Background: an optimization exercise with open tools, aiming at small area, a short achievable clock period and few clock cycles per item. Do not read the settings as production practice. Function not checked in this run: the RTL went through the layout flow alone. No activity file was given, so power comes from the tool's default toggle rates.

$ cat design/flow/config.mk
export PLATFORM = sky130hd
export DESIGN_NAME = unique_value_list_table_unit
export DESIGN_NICKNAME = unique_value_list_table_unit
export VERILOG_FILES = /design/flow/design.v
export SDC_FILE = /design/flow/constraint.sdc
export NUM_CORES = 4
export LEC_CHECK = 0
export CAP_MARGIN = 20
export CORE_MARGIN = 2
export CORE_UTILIZATION = 40
export SETUP_SLACK_MARGIN = 2.3
export SLEW_MARGIN = 20
$ cat design/flow/constraint.sdc
create_clock -name core_clock -period 5.0 [get_ports {clk}]
set_input_delay 1.0000 -clock core_clock [delete_from_list [all_inputs] [get_ports {clk}]]
set_output_delay 1.0000 -clock core_clock [all_outputs]
set_load 0.01 [all_outputs]
$ cat design/flow/design.v
`timescale 1ns / 1ps
package uvlt_pkg;
  localparam logic [2:0] FUNC_CLEAR  = 3'd0;
  localparam logic [2:0] FUNC_COUNT  = 3'd1;
  localparam logic [2:0] FUNC_SEARCH = 3'd2;
  localparam logic [2:0] FUNC_INSERT = 3'd3;
  localparam logic [2:0] FUNC_DELETE = 3'd4;
  localparam logic [1:0] ST_OK      = 2'd0;
  localparam logic [1:0] ST_PRESENT = 2'd1;
  localparam logic [1:0] ST_MISSING = 2'd2;
  localparam logic [1:0] ST_FULL    = 2'd3;
  typedef struct packed {
    logic        [2:0]  func;
    logic signed [31:0] value;
  } req_t;
  typedef struct packed {
    logic [1:0] status;
    logic [5:0] position;
    logic [6:0] count;
  } rsp_t;
endpackage
`timescale 1ns / 1ps
module uvlt_ctrl #(
  parameter int CAPACITY = 64
) (
  input  logic                clk,
  input  logic                rst,
  input  logic                start,
  input  logic [2:0]          func,
  input  logic [CAPACITY-1:0] eq,
  output logic [CAPACITY-1:0] valid,
  output logic [CAPACITY-1:0] shift,
  output logic                busy,
  output logic                done,
  output uvlt_pkg::rsp_t      rsp
);
  localparam int IW = $clog2(CAPACITY);
  localparam int CW = $clog2(CAPACITY + 1);
  logic [CW-1:0]       count;
  logic [CAPACITY-1:0] below;        
  logic                acc;
  logic                is_clear, is_search, is_insert, is_delete;
  logic                hit, full;
  logic [IW-1:0]       pos;
  logic [CAPACITY-1:0] match;
  assign busy = 1'b0;
  assign acc  = start && !rst;
  assign is_clear  = (func == uvlt_pkg::FUNC_CLEAR);
  assign is_search = (func == uvlt_pkg::FUNC_SEARCH);
  assign is_insert = (func == uvlt_pkg::FUNC_INSERT);
  assign is_delete = (func == uvlt_pkg::FUNC_DELETE);
  always_comb begin
    logic [CAPACITY-1:0] p;
    p = match;
    for (int d = 1; d < CAPACITY; d = d * 2) begin
      p = p | (p << d);
    end
    below = p;
  end
  always_comb begin
    for (int i = 0; i < CAPACITY; i++) begin
      if (shift[i]) match[i] = valid[i] && ((i + 1 < CAPACITY) ? eq[(i + 1) % CAPACITY] : 1'b0);
      else          match[i] = valid[i] && eq[i];
    end
  end
  assign hit  = |match;
  assign full = valid[CAPACITY-1];
  always_comb begin
    pos = '0;
    for (int i = 0; i < CAPACITY; i++) begin
      if (match[i]) pos = pos | IW'(i);
    end
  end
  always_ff @(posedge clk) begin
    if (rst) begin
      count <= '0;
      valid <= '0;
      shift <= '0;
    end else begin
      shift <= (acc && is_delete) ? below : '0;
      if (acc) begin
        if (is_clear) begin
          count <= '0;
          valid <= '0;
        end else if (is_insert && !hit && !full) begin
          count <= count + CW'(1);
          valid <= {valid[CAPACITY-2:0], 1'b1};
        end else if (is_delete && hit) begin
          count <= count - CW'(1);
          valid <= {1'b0, valid[CAPACITY-1:1]};
        end
      end
    end
  end
  always_ff @(posedge clk) begin
    if (rst) begin
      done <= 1'b0;
    end else begin
      done <= acc;
    end
  end
  always_ff @(posedge clk) begin
    if (acc) begin
      rsp.status   <= uvlt_pkg::ST_OK;
      rsp.position <= '0;
      rsp.count    <= 7'(count);
      if (is_clear) begin
        rsp.count <= '0;
      end else if (is_search) begin
        if (hit) rsp.position <= 6'(pos);
        else     rsp.status   <= uvlt_pkg::ST_MISSING;
      end else if (is_insert) begin
        if (hit) begin
          rsp.status   <= uvlt_pkg::ST_PRESENT;
          rsp.position <= 6'(pos);
        end else if (full) begin
          rsp.status   <= uvlt_pkg::ST_FULL;
        end else begin
          rsp.position <= 6'(count);
          rsp.count    <= 7'(count + CW'(1));
        end
      end else if (is_delete) begin
        if (hit) begin
          rsp.position <= 6'(pos);
          rsp.count    <= 7'(count - CW'(1));
        end else begin
          rsp.status   <= uvlt_pkg::ST_MISSING;
        end
      end
    end
  end
endmodule
`timescale 1ns / 1ps
module uvlt_datapath #(
  parameter int CAPACITY = 64
) (
  input  logic                clk,
  input  logic [31:0]         value,
  input  logic [CAPACITY-1:0] valid,
  input  logic [CAPACITY-1:0] shift,
  output logic [CAPACITY-1:0] eq
);
  logic [31:0] mem [CAPACITY];
  for (genvar i = 0; i < CAPACITY; i++) begin : g_ent
    localparam logic [31:0] INV = (i % 2 == 1) ? '1 : '0;
    assign eq[i] = (mem[i] == (value ^ INV));
    always_ff @(posedge clk) begin
      if (!valid[i]) begin
        mem[i] <= value ^ INV;
      end else if (shift[i]) begin
        if (i + 1 < CAPACITY) mem[i] <= ~mem[(i + 1) % CAPACITY];
      end
    end
  end
endmodule
`timescale 1ns / 1ps
module unique_value_list_table_unit #(
  parameter int CAPACITY = 64
) (
  input  logic            clk,
  input  logic            rst,
  input  logic            start,
  output logic            busy,
  input  uvlt_pkg::req_t  req,
  output logic            done,
  output uvlt_pkg::rsp_t  rsp
);
  logic [CAPACITY-1:0] valid;
  logic [CAPACITY-1:0] shift;
  logic [CAPACITY-1:0] eq;
  uvlt_ctrl #(
    .CAPACITY (CAPACITY)
  ) u_ctrl (
    .clk   (clk),
    .rst   (rst),
    .start (start),
    .func  (req.func),
    .eq    (eq),
    .valid (valid),
    .shift (shift),
    .busy  (busy),
    .done  (done),
    .rsp   (rsp)
  );
  uvlt_datapath #(
    .CAPACITY (CAPACITY)
  ) u_datapath (
    .clk   (clk),
    .value (req.value),
    .valid (valid),
    .shift (shift),
    .eq    (eq)
  );
endmodule
$ cat design/flow/run.sh
#!/bin/bash
# synth_recipe.tcl (not shown) runs the flow's synth.tcl, then flattens the netlist and writes it again
# the make line also repeats each setting of config.mk as NAME=value (left out here)
make -C /OpenROAD-flow-scripts/flow DESIGN_CONFIG=/design/flow/config.mk WORK_HOME=/design/flow/orfs CLKGATE_MAP_FILE= SYNTH_SCRIPT=/design/flow/synth_recipe.tcl finish
==> summary.txt <==
==> cell usage after synthesis, drive strengths merged, types with 111 or more instances <==
library cell  count
mux2i          1076
nor3            122
nand4           195
buf             423
a21oi          1050
nor4            477
xor2           1019
xnor2          1030
edfxtp         2063
clkbuf          440
nor2           1070
dfxtp           136
nand2           111
==> where the power goes <==
part | internal (W) | switching, W
Sequential | 0.0210 | 0.000850
Combinational | 0.00221 | 0.00268
Clock | 0.0105 | 0.00776
==> metal layers <==
metal  GRT usage [%]  wire [µm]
met5               0         23
met4            11.3      21000
met3            4.16      31200
met1            34.1     161000
met2            44.0     195000
==> stage by stage <==
stage	setup slack, ps	instances	TNS, ps	util, %
after floorplan	1230	9617	0	-
after global placement	-526	13300	-8420	43.1
after detailed placement	-458	13300	-8190	43.1
after CTS	1220	14000	0	48.0
after global routing	1100	14200	0	49.0
final	1110	14200	0	49.0
==> critical path, delay by kind of cell <==
kind / cells / cell delay [ps]
XOR/XNOR: 1 / 140
buffers and inverters: 9 / 1390
AND/OR/NAND/NOR: 8 / 1610
AO/OA/AOI/OAI: 3 / 490
==> path summary, 6_finish.rpt <==
path,endpoint,slack (ps),cells past startpoint
worst max-delay path,u_ctrl.valid[20],1110,21
worst min-delay path,u_datapath.mem[45][10],470,2
worst max register to register,u_ctrl.valid[20],1170,17
worst min register to register,u_ctrl.valid[38],510,1
==> area by class of cell <==
cell class	instances	area, µm²	area share [%]
clock buffers	315	6430	4.56
multi-input cells	6460	49000	34.8
flip-flops and latches	2199	64800	45.9
inverters	95	357	0.253
repair buffers	1194	14300	10.2
clock inverters	122	1360	0.964
well taps	3781	4730	3.36
diodes	5	12.5	0.00888
==> logic make-up (layout without fill, tap and decap cells) <==
| logic type | Yosys count | count (layout) | synth area share [%] |
|---|---|---|---|
| buf+inv | 958 | 1726 | 4.37 |
| compound gates | 1242 | 1242 | 6.15 |
| xor+xnor | 2049 | 2049 | 15.5 |
| other cells | 1 | 6 | 0.00324 |
| fa+ha+maj | 3 | 3 | 0.0324 |
| mux | 1077 | 1077 | 9.31 |
| simple gates | 2088 | 2088 | 8.77 |
| flops | 2199 | 2199 | 55.9 |
==> sequential cells by signal (all words and copies together), names as in the netlist <==
name / count
u_datapath.mem: 2048
u_ctrl.shift: 64
u_ctrl.valid: 64
u_ctrl.rsp: 15
u_ctrl.count: 7
u_ctrl.done: 1
==> timing repair <==
| action | CTS | global route |
|---|---|---|
| gates cloned | 54 | 18 |
| setup buffers | 240 | 131 |
| hold buffers | 0 | 0 |
| setup endpoints to repair | 161 | 146 |
| hold endpoints to repair | 0 | 0 |
| pin swaps | 94 | 93 |
| gates resized for setup | 422 | 229 |
==> summary.txt <==
- DR vias: 81,700
- Vias per cell: 5.76
- Final Hold Vio Count: 0
- Max-cap viol count: 0
- Outcome: no timing/DRC/antenna violations
- Nets: 10,200
- Post-synth EDFFs: 2,063
- CP max stage cell: nor4_1
- Worst EP arrival: 4730 ps
- Post-synthesis cell type count: 82
- Antenna violations before repair: 15
- WL/cell: 28.8 µm
- DRC violations left: 0
- Slew headroom: 28.2%
- Avg Cell Area, Syn: 12.0 µm²
- Most frequent cells in the layout: edfxtp_1, mux2i_1, nor2_1, a21oi_1, xnor2_1
- Die height: 542 µm
- Global-route wire length before repair: 568,000 µm
- Placer congestion estimate: 0.923
- Post-synth net total: 9,658
- Num ports: 55
- Core ar.: 288,000 µm²
- Number of detailed-route iterations in the first pass: 6
- Cell Chain, Critical Path: clkbuf_16 > buf_12 > buf_12 > xnor2_1 > nor4_1 > nand2_1 > buf_4 > nor3_4 > a31oi_1 > and3_4 > and4bb_4 > nand4_1 > buf_6 > nor2_4 > buf_12 > o31ai_4 > and2_4 > buf_12 > buf_12 > buf_16 > o2bb2ai_2
- Flops & latches, synth: 2,199
- Power Density: 319 nW/µm²
- Mapped Area: 116,000 µm²
- Max FO, Critical Path: 18
- Min-Delay Path Class: in2reg
- Crit end category: flop
- RSZ-0062 raised after global routing: yes
- Hold wc startpoint: req[10]
- Rows: 197
- Syn Inst Count: 9,617
- Area leader, netlist: edfxtp_1
- Number of CTS-inserted buffers: 240
- GRT Overall Usage: 26.4%
- Num Clock Sinks: 2,199
- Leading cell type in the layout, fill and taps excluded: edfxtp_1
- Syn-to-layout area delta: 21.8%
- Die width: 542 µm
- Clock skew: 75.2 ps
- Most frequent CP cell: buf_12
- Leakage: 49.8 nW
- Post-route design area: 141,000 µm²
- Max frequency: 257 MHz
- Final wirelength: 408,000 µm
- Number of warning messages in the yosys log: 3
- Detail Placement HPWL: 259,000 µm
- Worst slew pin tran: 1080 ps
- Sequential element share of the synthesized area: 55.9%
- Fin Hold WS: 468 ps
- Peak supply drop: 335 µV
- Reg-to-reg startpoint: u_datapath.mem[53][27]
- DIE AREA: 294,000 µm²
- Share of layout cells above drive strength 1: 19.9%
- Post-DP Area: 124,000 µm²
- Fill count: 25,000
- Ys flop type: edfxtp_1
- CP peak stage delay: 340 ps
- CTS root buf: clkbuf_16
- Largest net degree at the start of global routing: 71
- Pins Over Slew Limit: 0
- Post-synthesis async set-or-reset flop share: 0%
- Share of the synthesized area in the top cell type: 53.5%
- CTS tree: built
- Vias in the first global route: 79,200
- Period utilization: 77.9%
- Total power: 0.0450 W
- Deepest clock path buffer count: 4
- H-tree Lvls: 4
- Synth top area cells: edfxtp_1, mux2i_1, xnor2_1, xor2_1, a21oi_1
- Grt total ovfl: 0
- First DRT Iteration DRCs: 8,733
- CTS clk-pin slew, worst paths: 70 ps
- Final setup viols: 0
- Worst Setup SP: req[0]
- Startpoint Class: input pin
- Post-DRT Antenna Nets: 0
- IO Port Bufs: 53
- Starting Density: 40.2%
- Clock latency (worst-skew pair): 940 ps
- Worst setup path class: in2reg
- Tmin final: 3890 ps
- WP data required: 5830 ps

==> static timing again, ports no longer ideal <==
The flow's constraints put no driver on any port. The routed layout listed below was extracted and timed again, unchanged, in two steps. Step 1 sets driving cells, clkbuf_16 on the clock port and buf_2 on the other inputs (assumed; they add their load-dependent delay and slew). Step 2, shift: input delay + t, output delay - t, t = (earliest + latest rising clock arrival at the registers) / 2. This alone moves slack from input paths to output paths. Three values: ideal ports, drivers, drivers and shift; two values: the first two.
shift t [ns]: 1.008
setup slack, ns: 1.107 / 0.909 / -0.099
slew at the worst register clock pin (ns): 0.07 / 0.07
Met with ideal ports but missed after step 2: setup timing in this run. For this run, drivers alone change the setup slack by -0.198 ns; drivers and shift together by -1.206 ns.
